Background: an optimization exercise with open tools, aiming at small area and a short achievable clock period. Do not read the settings as production practice.
RTL that was checked went through simulation tests only; none was proved equivalent to the original.

// mdu_ctrl
module mdu_ctrl
(
    input  logic        clk,
    input  logic        reset,
    input  logic        start,
    input  logic [2:0]  op,
    input  logic        we,
    input  logic [31:0] in1,
    input  logic [31:0] in2,
    output logic        busy,
    output logic [31:0] hi,
    output logic [31:0] lo
);
For scale: ~180 flip-flops.
==> module mdu_ctrl, before the edit <==
module mdu_ctrl
(
    input  logic        clk,
    input  logic        reset,
    input  logic        start,
    input  logic [2:0]  op,
    input  logic        we,
    input  logic [31:0] in1,
    input  logic [31:0] in2,
    output logic        busy,
    output logic [31:0] hi,
    output logic [31:0] lo
);
    logic        busy_q;      
    logic        idle_q;      
    logic [3:0]  cnt_q;
    logic [31:0] hi_q, lo_q;
    logic        mul_q;       
    logic        sgn_q;       
    logic        sa_q;        
    logic        bp_q;        
    logic [31:0] a_q;         
    logic [36:0] x_q;         
    logic [31:0] d_q;         
    localparam int BLK = 11;
    localparam int F1  = 2;
    localparam int F2  = 10;
    localparam int F3  = 10;
    localparam int F4  = 10;
    logic [32:0] m;
    logic        sb;
    logic        first, last;
    logic [35:0] x1, s1;      
    logic [36:2] x2, s2;      
    logic [38:1] x3, s3;      
    logic [40:0] x4, s4;      
    logic        one1, one2, one3, one4;
    logic        two1, two2, two3, two4;
    logic        dv1, dv2, dv3, dv4;
    logic        neg1, neg2, neg3, neg4;
    logic        g1, g2, g3, g4;    
    logic        accept;
    logic        commit;
    logic        wr_hi, wr_lo;
    logic        div0;
    logic        nq, nr;
    logic [31:0] a_neg;
    logic [31:0] r_fix;
    logic [31:0] r_res;
    assign m     = {sgn_q & d_q[31], d_q};
    assign sb    = sgn_q & d_q[31];
    assign first = (cnt_q == 4'd0);
    assign last  = mul_q ? (cnt_q == 4'd4) : (cnt_q == 4'd9);
    function automatic logic [2:0] booth(input logic b2, input logic b1, input logic b0);
        booth = {b1 ^ b0, (b2 & ~b1 & ~b0) | (~b2 & b1 & b0), b2 & ~(b1 & b0)};
    endfunction
    assign x1 = {x_q[35:4], mul_q ? x_q[3:0] : a_q[31:28]};
    assign x2 = {s1[35], s1[35:2]};
    assign x3 = {{2{s2[36]}}, s2[36:2], s1[1]};
    assign x4 = {{2{s3[38]}}, s3[38:1], s1[0]};
    assign g1 = ~s1[35];
    assign g2 = ~s2[34];
    assign g3 = ~s3[33];
    assign g4 = ~s4[32];
    always_comb begin
        {one1, two1, dv1, neg1} = 4'b0000;
        {one2, two2, dv2, neg2} = 4'b0000;
        {one3, two3, dv3, neg3} = 4'b0000;
        {one4, two4, dv4, neg4} = 4'b0000;
        if (mul_q) begin
            if (last) begin
                one1 = ~sgn_q & bp_q;
            end else begin
                {one1, two1, neg1} = booth(a_q[1], a_q[0], bp_q);
                {one2, two2, neg2} = booth(a_q[3], a_q[2], a_q[1]);
                {one3, two3, neg3} = booth(a_q[5], a_q[4], a_q[3]);
                {one4, two4, neg4} = booth(a_q[7], a_q[6], a_q[5]);
            end
        end else begin
            if (last) begin
                one3 = x_q[36];
                neg3 = sb;
            end else begin
                dv1 = 1'b1; neg1 = ~x_q[36] ^ sb;
                dv2 = 1'b1; neg2 = g1 ^ sb;
                dv3 = 1'b1; neg3 = g2 ^ sb;
                dv4 = 1'b1; neg4 = g3 ^ sb;
            end
        end
    end
    mdu_arith #(.LO(0), .HI(35), .MOFF(0), .DOFF(3), .TOP(35), .F(F1), .BLK(BLK)) u_s1 (.x(x1), .m(m), .one(one1), .two(two1), .dv(dv1), .neg(neg1), .s(s1));
    mdu_arith #(.LO(2), .HI(36), .MOFF(2), .DOFF(2), .TOP(34), .F(F2), .BLK(BLK)) u_s2 (.x(x2), .m(m), .one(one2), .two(two2), .dv(dv2), .neg(neg2), .s(s2));
    mdu_arith #(.LO(1), .HI(38), .MOFF(4), .DOFF(1), .TOP(33), .F(F3), .BLK(BLK)) u_s3 (.x(x3), .m(m), .one(one3), .two(two3), .dv(dv3), .neg(neg3), .s(s3));
    mdu_arith #(.LO(0), .HI(40), .MOFF(6), .DOFF(0), .TOP(32), .F(F4), .BLK(BLK)) u_s4 (.x(x4), .m(m), .one(one4), .two(two4), .dv(dv4), .neg(neg4), .s(s4));
    function automatic logic [31:0] cneg(input logic [31:0] v, input logic n);
        logic t;
        t = 1'b0;
        for (int i = 0; i < 32; i++) begin
            cneg[i] = v[i] ^ t;
            t = t | (n & v[i]);
        end
    endfunction
    assign nq    = first ? (sgn_q & a_q[31]) : (!mul_q && (sa_q ^ sb));
    assign a_neg = cneg(a_q, nq);
    assign nr    = !mul_q && sa_q;
    assign r_fix = cneg(s3[35:4], nr);
    assign r_res = mul_q ? {s3[31:1], s1[0]} : r_fix;
    mdu_wdec u_wdec (
        .idle  (idle_q),
        .start (start),
        .op    (op),
        .we    (we),
        .wr_hi (wr_hi),
        .wr_lo (wr_lo)
    );
    assign accept = idle_q && start && (op[2] == 1'b0);
    assign div0   = !mul_q && (d_q == 32'd0);
    assign commit = !idle_q && last && !div0;
    always_ff @(posedge clk or posedge reset) begin
        if (reset) begin
            busy_q <= 1'b0;
            idle_q <= 1'b1;
            cnt_q  <= 4'd0;
            hi_q   <= 32'd0;
            lo_q   <= 32'd0;
        end else begin
            if (!idle_q) begin
                busy_q <= !last;
                idle_q <= last;
                cnt_q  <= cnt_q + 4'd1;
            end else begin
                busy_q <= accept;
                idle_q <= !accept;
                cnt_q  <= 4'd0;
            end
            if (commit) begin
                hi_q <= r_res;
                lo_q <= a_neg;
            end else begin
                if (wr_hi) hi_q <= in1;
                if (wr_lo) lo_q <= in1;
            end
        end
    end
    always_ff @(posedge clk) begin
        if (idle_q) begin
            mul_q <= !op[1];
            sgn_q <= !op[0];
            bp_q  <= 1'b0;
            a_q   <= in1;
            x_q   <= 37'd0;
            d_q   <= in2;
        end else if (mul_q) begin
            bp_q <= a_q[7];
            a_q  <= {s4[7:0], a_q[31:8]};
            x_q  <= {{4{s4[40]}}, s4[40:8]};
        end else if (first) begin
            sa_q <= sgn_q & a_q[31];
            a_q  <= a_neg;
        end else begin
            a_q  <= {a_q[27:0], g1, g2, g3, g4};
            x_q  <= {s4[32:0], 4'd0};
        end
    end
    assign busy = busy_q;
    assign hi   = hi_q;
    assign lo   = lo_q;
endmodule
==> module mdu_wdec, before the edit <==
module mdu_wdec
(
    input  logic       idle,
    input  logic       start,
    input  logic [2:0] op,
    input  logic       we,
    output logic       wr_hi,
    output logic       wr_lo
);
    assign wr_hi = idle && !start && we && (op == mdu_pkg::OP_MTHI);
    assign wr_lo = idle && !start && we && (op == mdu_pkg::OP_MTLO);
endmodule
export LEC_CHECK = 0
export ABC_AREA = 1
export CAP_MARGIN = 20
export CORE_MARGIN = 2
export CORE_UTILIZATION = 40
export SLEW_MARGIN = 55
create_clock -name core_clock -period 150.0 [get_ports {clk}]
standard.sh (not shown) runs the stock make flow with config.mk's settings and CLKGATE_MAP_FILE= SYNTH_SCRIPT=/design/flow/synth_recipe.tcl, a recipe that flattens the netlist after the stock synthesis.
==> flow/flow/run.sh <==
#!/bin/bash
# Standard layout with two changes: the port buffers use the smallest plain
# buffer, and ABC's area script maps with &nf and leaves buffering to the
# placer; the MTHI/MTLO write decode is mapped on its own; CTS adds no dummy loads. The ORFS scripts folder is mirrored with links, and only
# abc_area.script is replaced.
set -e
mkdir -p scripts
for f in "$FLOW_HOME"/scripts/*; do ln -sf "$f" scripts/; done
rm -f scripts/abc_area.script
cp flow/abc_area.script scripts/abc_area.script
export BUFFER_PORTS_ARGS="-buffer_cell sky130_fd_sc_hd__buf_1"
bash standard.sh SCRIPTS_DIR="$PWD/scripts" SYNTH_KEEP_MODULES=mdu_wdec CTS_ARGS="-sink_clustering_enable -repair_clock_nets -dont_use_dummy_load" finish > standard.log 2>&1
==> flow/flow/abc_area.script <==
strash
&get -n
&dch
&nf -R 20
&put
topo
stime -c
upsize -c
dnsize -c
==> next run, changes <==
--- a/flow/design.v
+++ b/flow/design.v
@@ -121,7 +121,7 @@
     logic        g1, g2, g3, g4;    
     logic        accept;
     logic        commit;
-    logic        wr_hi, wr_lo;
+    logic [2:0]  hsel, lsel;      
     logic        div0;
     logic        nq, nr;
     logic [31:0] a_neg;
@@ -186,12 +186,13 @@
     assign r_fix = cneg(s3[35:4], nr);
     assign r_res = mul_q ? {s3[31:1], s1[0]} : r_fix;
     mdu_wdec u_wdec (
-        .idle  (idle_q),
-        .start (start),
-        .op    (op),
-        .we    (we),
-        .wr_hi (wr_hi),
-        .wr_lo (wr_lo)
+        .idle   (idle_q),
+        .commit (commit),
+        .start  (start),
+        .op     (op),
+        .we     (we),
+        .hsel   (hsel),
+        .lsel   (lsel)
     );
     assign accept = idle_q && start && (op[2] == 1'b0);
     assign div0   = !mul_q && (d_q == 32'd0);
@@ -213,13 +214,8 @@
                 idle_q <= !accept;
                 cnt_q  <= 4'd0;
             end
-            if (commit) begin
-                hi_q <= r_res;
-                lo_q <= a_neg;
-            end else begin
-                if (wr_hi) hi_q <= in1;
-                if (wr_lo) lo_q <= in1;
-            end
+            hi_q <= ({32{hsel[2]}} & in1) | ({32{hsel[1]}} & r_res) | ({32{hsel[0]}} & hi_q);
+            lo_q <= ({32{lsel[2]}} & in1) | ({32{lsel[1]}} & a_neg) | ({32{lsel[0]}} & lo_q);
         end
     end
     always_ff @(posedge clk) begin
@@ -249,12 +245,16 @@
 module mdu_wdec
 (
     input  logic       idle,
+    input  logic       commit,
     input  logic       start,
     input  logic [2:0] op,
     input  logic       we,
-    output logic       wr_hi,
-    output logic       wr_lo
+    output logic [2:0] hsel,
+    output logic [2:0] lsel
 );
+    logic wr_hi, wr_lo;
     assign wr_hi = idle && !start && we && (op == mdu_pkg::OP_MTHI);
     assign wr_lo = idle && !start && we && (op == mdu_pkg::OP_MTLO);
+    assign hsel = {wr_hi, commit, !wr_hi && !commit};
+    assign lsel = {wr_lo, commit, !wr_lo && !commit};
 endmodule
Effect:
- The changed run passed the timing, DRC and antenna checks
- non-clock buffer count came out higher by 6
- worst setup slack improved by 0.027 ns
- synthesized cell count decreases by 4.6%
- global-route usage drops by 0.38 points
- synthesized area came out lower by 0.59%
- clock skew is about the same
- register-to-register slack is better by 1.1 ns
- design area decreases by 0.50%
- wire length came out lower by 2.4%
- fmax stays flat
- core utilization hardly moves
- die area drops by 0.58%

---

Another version of the RTL of mdu_ctrl (not shown whole).
Size in the first run: roughly 1600 cells after synthesis, about 180 flip-flops, ~140 I/O pins.
==> module mdu_ctrl, before the edit <==
module mdu_ctrl
(
    input  logic        clk,
    input  logic        reset,
    input  logic        start,
    input  logic [2:0]  op,
    input  logic        we,
    input  logic [31:0] in1,
    input  logic [31:0] in2,
    output logic        busy,
    output logic [31:0] hi,
    output logic [31:0] lo
);
    logic        busy_q;      
    logic        idle_q;      
    logic [3:0]  cnt_q;
    logic [31:0] hi_q, lo_q;
    logic        mul_q;       
    logic        sgn_q;       
    logic        sa_q;        
    logic        bp_q;        
    logic [31:0] a_q;         
    logic [36:0] x_q;         
    logic [31:0] d_q;         
    localparam int BLK = 7;
    localparam int F1  = 7;
    localparam int F2  = 4;
    localparam int F3  = 4;
    localparam int F4  = 4;
    logic [32:0] m;
    logic        sb;
    logic        first, last;
    logic [35:0] x1, s1;      
    logic [36:2] x2, s2;      
    logic [38:1] x3, s3;      
    logic [40:0] x4, s4;      
    logic        one1, one2, one3, one4;
    logic        two1, two2, two3, two4;
    logic        dv1, dv2, dv3, dv4;
    logic        neg1, neg2, neg3, neg4;
    logic        g1, g2, g3, g4;    
    logic        accept;
    logic        commit;
    logic [3:0]  hsel;            
    logic [2:0]  lsel;            
    logic        div0;
    logic        nq, nr;
    logic [31:0] a_neg;
    logic [31:0] r_fix;
    assign m     = {sgn_q & d_q[31], d_q};
    assign sb    = sgn_q & d_q[31];
    assign first = (cnt_q == 4'd0);
    assign last  = mul_q ? (cnt_q == 4'd4) : (cnt_q == 4'd9);
    function automatic logic [2:0] booth(input logic b2, input logic b1, input logic b0);
        booth = {b1 ^ b0, (b2 & ~b1 & ~b0) | (~b2 & b1 & b0), b2 & ~(b1 & b0)};
    endfunction
    assign x1 = {x_q[35:4], (mul_q || first) ? x_q[3:0] : a_q[31:28]};
    assign x2 = {s1[35], s1[35:2]};
    assign x3 = {{2{s2[36]}}, s2[36:2], s1[1]};
    assign x4 = {{2{s3[38]}}, s3[38:1], s1[0]};
    assign g1 = ~s1[35];
    assign g2 = ~s2[34];
    assign g3 = ~s3[33];
    assign g4 = ~s4[32];
    always_comb begin
        {one1, two1, dv1, neg1} = 4'b0000;
        {one2, two2, dv2, neg2} = 4'b0000;
        {one3, two3, dv3, neg3} = 4'b0000;
        {one4, two4, dv4, neg4} = 4'b0000;
        if (mul_q) begin
            if (last) begin
                one1 = ~sgn_q & bp_q;
            end else begin
                {one1, two1, neg1} = booth(a_q[1], a_q[0], bp_q);
                {one2, two2, neg2} = booth(a_q[3], a_q[2], a_q[1]);
                {one3, two3, neg3} = booth(a_q[5], a_q[4], a_q[3]);
                {one4, two4, neg4} = booth(a_q[7], a_q[6], a_q[5]);
            end
        end else begin
            if (first) begin
            end else if (last) begin
                one3 = x_q[36];
                neg3 = sb;
            end else begin
                dv1 = 1'b1; neg1 = ~x_q[36] ^ sb;
                dv2 = 1'b1; neg2 = g1 ^ sb;
                dv3 = 1'b1; neg3 = g2 ^ sb;
                dv4 = 1'b1; neg4 = g3 ^ sb;
            end
        end
    end
    mdu_arith #(.LO(0), .HI(35), .MOFF(0), .DOFF(3), .TOP(35), .F(F1), .BLK(BLK)) u_s1 (.x(x1), .m(m), .one(one1), .two(two1), .dv(dv1), .neg(neg1), .s(s1));
    mdu_arith #(.LO(2), .HI(36), .MOFF(2), .DOFF(2), .TOP(34), .F(F2), .BLK(BLK)) u_s2 (.x(x2), .m(m), .one(one2), .two(two2), .dv(dv2), .neg(neg2), .s(s2));
    mdu_arith #(.LO(1), .HI(38), .MOFF(4), .DOFF(1), .TOP(33), .F(F3), .BLK(BLK)) u_s3 (.x(x3), .m(m), .one(one3), .two(two3), .dv(dv3), .neg(neg3), .s(s3));
    mdu_arith #(.LO(0), .HI(40), .MOFF(6), .DOFF(0), .TOP(32), .F(F4), .BLK(BLK)) u_s4 (.x(x4), .m(m), .one(one4), .two(two4), .dv(dv4), .neg(neg4), .s(s4));
    function automatic logic [31:0] cneg(input logic [31:0] v, input logic n);
        logic t;
        t = 1'b0;
        for (int i = 0; i < 32; i++) begin
            cneg[i] = v[i] ^ t;
            t = t | (n & v[i]);
        end
    endfunction
    assign nq    = first ? (sgn_q & a_q[31]) : (!mul_q && (sa_q ^ sb));
    assign a_neg = cneg(a_q, nq);
    assign nr    = !mul_q && sa_q;
    assign r_fix = cneg(s3[35:4], nr);
    mdu_wdec u_wdec (
        .idle   (idle_q),
        .commit (commit),
        .mul    (mul_q),
        .start  (start),
        .op     (op),
        .we     (we),
        .hsel   (hsel),
        .lsel   (lsel)
    );
    assign accept = idle_q && start && (op[2] == 1'b0);
    assign div0   = !mul_q && (d_q == 32'd0);
    assign commit = !idle_q && last && !div0;
    always_ff @(posedge clk or posedge reset) begin
        if (reset) begin
            busy_q <= 1'b0;
            idle_q <= 1'b1;
            hi_q   <= 32'd0;
            lo_q   <= 32'd0;
        end else begin
            if (!idle_q) begin
                busy_q <= !last;
                idle_q <= last;
            end else begin
                busy_q <= accept;
                idle_q <= !accept;
            end
            hi_q <= ({32{hsel[3]}} & in1) | ({32{hsel[2]}} & {s3[31:1], s1[0]}) |
                    ({32{hsel[1]}} & r_fix) | ({32{hsel[0]}} & hi_q);
            lo_q <= ({32{lsel[2]}} & in1) | ({32{lsel[1]}} & a_neg) | ({32{lsel[0]}} & lo_q);
        end
    end
    always_ff @(posedge clk) begin
        cnt_q <= idle_q ? 4'd0 : cnt_q + 4'd1;
        bp_q  <= idle_q ? 1'b0 : a_q[7];     
    end
    always_ff @(posedge clk) begin
        if (idle_q) begin
            mul_q <= !op[1];
            sgn_q <= !op[0];
            a_q   <= in1;
            x_q   <= 37'd0;
            d_q   <= in2;
        end else if (mul_q) begin
            a_q  <= {s4[7:0], a_q[31:8]};
            x_q  <= {{4{s4[40]}}, s4[40:8]};
        end else if (first) begin
            sa_q <= sgn_q & a_q[31];
            a_q  <= a_neg;
            x_q  <= {s4[32:0], 4'd0};
        end else begin
            a_q  <= {a_q[27:0], g1, g2, g3, g4};
            x_q  <= {s4[32:0], 4'd0};
        end
    end
    assign busy = busy_q;
    assign hi   = hi_q;
    assign lo   = lo_q;
endmodule
==> module mdu_wdec, before the edit <==
module mdu_wdec
(
    input  logic       idle,
    input  logic       commit,
    input  logic       mul,
    input  logic       start,
    input  logic [2:0] op,
    input  logic       we,
    output logic [3:0] hsel,
    output logic [2:0] lsel
);
    logic wr_hi, wr_lo;
    assign wr_hi = idle && !start && we && (op == mdu_pkg::OP_MTHI);
    assign wr_lo = idle && !start && we && (op == mdu_pkg::OP_MTLO);
    assign hsel = {wr_hi, commit && mul, commit && !mul, !wr_hi && !commit};
    assign lsel = {wr_lo, commit, !wr_lo && !commit};
endmodule
export LEC_CHECK = 0
export ABC_AREA = 1
export CAP_MARGIN = 20
export CORE_MARGIN = 2
export CORE_UTILIZATION = 40
export SLEW_MARGIN = 30
create_clock -name core_clock -period 150.0 [get_ports {clk}]
==> flow/flow/run.sh <==
#!/bin/bash
# The standard layout (standard.sh, the ORFS flow), with these changes:
#  - synthesis: ABC's area script is replaced by flow/abc_area.script (&nf
#    mapping, no ABC buffering; the placer buffers). The ORFS scripts folder
#    is mirrored here with links so that only abc_area.script differs.
#  - synthesis: module mdu_wdec (the MTHI/MTLO select decode of the control
#    inputs) is kept apart while ABC maps, so that this short path from the
#    inputs is mapped on its own; the netlist is flattened afterwards as usual.
#  - placement: every port still gets a buffer, the smallest plain one (buf_1).
#  - CTS: no dummy loads.
# Each tool's output is in standard.log and in orfs/logs.
set -e
mkdir -p scripts
for f in "$FLOW_HOME"/scripts/*; do ln -sf "$f" scripts/; done
rm -f scripts/abc_area.script
cp flow/abc_area.script scripts/abc_area.script
export BUFFER_PORTS_ARGS="-buffer_cell sky130_fd_sc_hd__buf_1"
bash standard.sh SCRIPTS_DIR="$PWD/scripts" SYNTH_KEEP_MODULES=mdu_wdec \
  CTS_ARGS="-sink_clustering_enable -repair_clock_nets -dont_use_dummy_load" \
  finish > standard.log 2>&1
Scripts as last shown in full above: flow/flow/abc_area.script
Then changed:
--- a/flow/design.v
+++ b/flow/design.v
@@ -102,11 +102,11 @@
     logic [31:0] a_q;         
     logic [36:0] x_q;         
     logic [31:0] d_q;         
-    localparam int BLK = 7;
-    localparam int F1  = 7;
-    localparam int F2  = 4;
-    localparam int F3  = 4;
-    localparam int F4  = 4;
+    localparam int BLK = 11;
+    localparam int F1  = 2;
+    localparam int F2  = 10;
+    localparam int F3  = 10;
+    localparam int F4  = 10;
     logic [32:0] m;
     logic        sb;
     logic        first, last;
@@ -121,12 +121,12 @@
     logic        g1, g2, g3, g4;    
     logic        accept;
     logic        commit;
-    logic [3:0]  hsel;            
-    logic [2:0]  lsel;            
+    logic [2:0]  hsel, lsel;      
     logic        div0;
     logic        nq, nr;
     logic [31:0] a_neg;
     logic [31:0] r_fix;
+    logic [31:0] r_res;
     assign m     = {sgn_q & d_q[31], d_q};
     assign sb    = sgn_q & d_q[31];
     assign first = (cnt_q == 4'd0);
@@ -134,7 +134,7 @@
     function automatic logic [2:0] booth(input logic b2, input logic b1, input logic b0);
         booth = {b1 ^ b0, (b2 & ~b1 & ~b0) | (~b2 & b1 & b0), b2 & ~(b1 & b0)};
     endfunction
-    assign x1 = {x_q[35:4], (mul_q || first) ? x_q[3:0] : a_q[31:28]};
+    assign x1 = {x_q[35:4], mul_q ? x_q[3:0] : a_q[31:28]};
     assign x2 = {s1[35], s1[35:2]};
     assign x3 = {{2{s2[36]}}, s2[36:2], s1[1]};
     assign x4 = {{2{s3[38]}}, s3[38:1], s1[0]};
@@ -157,8 +157,7 @@
                 {one4, two4, neg4} = booth(a_q[7], a_q[6], a_q[5]);
             end
         end else begin
-            if (first) begin
-            end else if (last) begin
+            if (last) begin
                 one3 = x_q[36];
                 neg3 = sb;
             end else begin
@@ -185,10 +184,10 @@
     assign a_neg = cneg(a_q, nq);
     assign nr    = !mul_q && sa_q;
     assign r_fix = cneg(s3[35:4], nr);
+    assign r_res = mul_q ? {s3[31:1], s1[0]} : r_fix;
     mdu_wdec u_wdec (
         .idle   (idle_q),
         .commit (commit),
-        .mul    (mul_q),
         .start  (start),
         .op     (op),
         .we     (we),
@@ -212,29 +211,28 @@
                 busy_q <= accept;
                 idle_q <= !accept;
             end
-            hi_q <= ({32{hsel[3]}} & in1) | ({32{hsel[2]}} & {s3[31:1], s1[0]}) |
-                    ({32{hsel[1]}} & r_fix) | ({32{hsel[0]}} & hi_q);
+            hi_q <= ({32{hsel[2]}} & in1) | ({32{hsel[1]}} & r_res) | ({32{hsel[0]}} & hi_q);
             lo_q <= ({32{lsel[2]}} & in1) | ({32{lsel[1]}} & a_neg) | ({32{lsel[0]}} & lo_q);
         end
     end
     always_ff @(posedge clk) begin
         cnt_q <= idle_q ? 4'd0 : cnt_q + 4'd1;
-        bp_q  <= idle_q ? 1'b0 : a_q[7];     
     end
     always_ff @(posedge clk) begin
         if (idle_q) begin
             mul_q <= !op[1];
             sgn_q <= !op[0];
+            bp_q  <= 1'b0;
             a_q   <= in1;
             x_q   <= 37'd0;
             d_q   <= in2;
         end else if (mul_q) begin
+            bp_q <= a_q[7];
             a_q  <= {s4[7:0], a_q[31:8]};
             x_q  <= {{4{s4[40]}}, s4[40:8]};
         end else if (first) begin
             sa_q <= sgn_q & a_q[31];
             a_q  <= a_neg;
-            x_q  <= {s4[32:0], 4'd0};
         end else begin
             a_q  <= {a_q[27:0], g1, g2, g3, g4};
             x_q  <= {s4[32:0], 4'd0};
@@ -248,16 +246,15 @@
 (
     input  logic       idle,
     input  logic       commit,
-    input  logic       mul,
     input  logic       start,
     input  logic [2:0] op,
     input  logic       we,
-    output logic [3:0] hsel,
+    output logic [2:0] hsel,
     output logic [2:0] lsel
 );
     logic wr_hi, wr_lo;
     assign wr_hi = idle && !start && we && (op == mdu_pkg::OP_MTHI);
     assign wr_lo = idle && !start && we && (op == mdu_pkg::OP_MTLO);
-    assign hsel = {wr_hi, commit && mul, commit && !mul, !wr_hi && !commit};
+    assign hsel = {wr_hi, commit, !wr_hi && !commit};
     assign lsel = {wr_lo, commit, !wr_lo && !commit};
 endmodule
Global-route usage decreases by 0.14 points.
Wire length increases by about 3%.
Clock skew increases by 0.011 ns.
Worst setup slack gains 0.0050 ns.
Final cell count increases by about 3%.
Core utilization decreases by 0.38 points.
Count of clock-buffer cells in the layout stays the same.
Only the layout flow was run in the first run of this note; the RTL was not checked for function there.

[re-timing with driven ports]
The results above use ideal ports. As a check the final layouts listed here were re-extracted and re-timed, cells and wires unchanged.
Step 1: set_driving_cell puts a clkbuf_16 on clk and a buf_2 on each other input, an assumption about the parent block.
Step 2 times the ports against the registers' clock, not the clock port: input delays grow and output delays shrink by t, the midpoint of the rising clock arrivals with the driver on.
a / b / c = ideal ports / drivers / drivers and shift; a / b = the first two.
| run | t (ns) | setup slack, ns | worst slew at a driven data input, ns |
|---|---|---|---|
| the first run of note 1 | 0.504 | 118.947 / 118.914 / 118.480 | 0.04 |
| the second run of note 1 | 0.502 | 118.974 / 118.917 / 118.571 | 0.04 |
| the first run of note 2 | 0.510 | 118.927 / 118.873 / 118.455 | 0.05 |
| the second run of note 2 | 0.494 | 118.932 / 118.876 / 118.549 | 0.05 |
After both steps setup and hold are still met in every run listed. The setup slack of the first run of note 2, which loses most, moves by -0.054 ns with the drivers and by -0.472 ns with both steps.
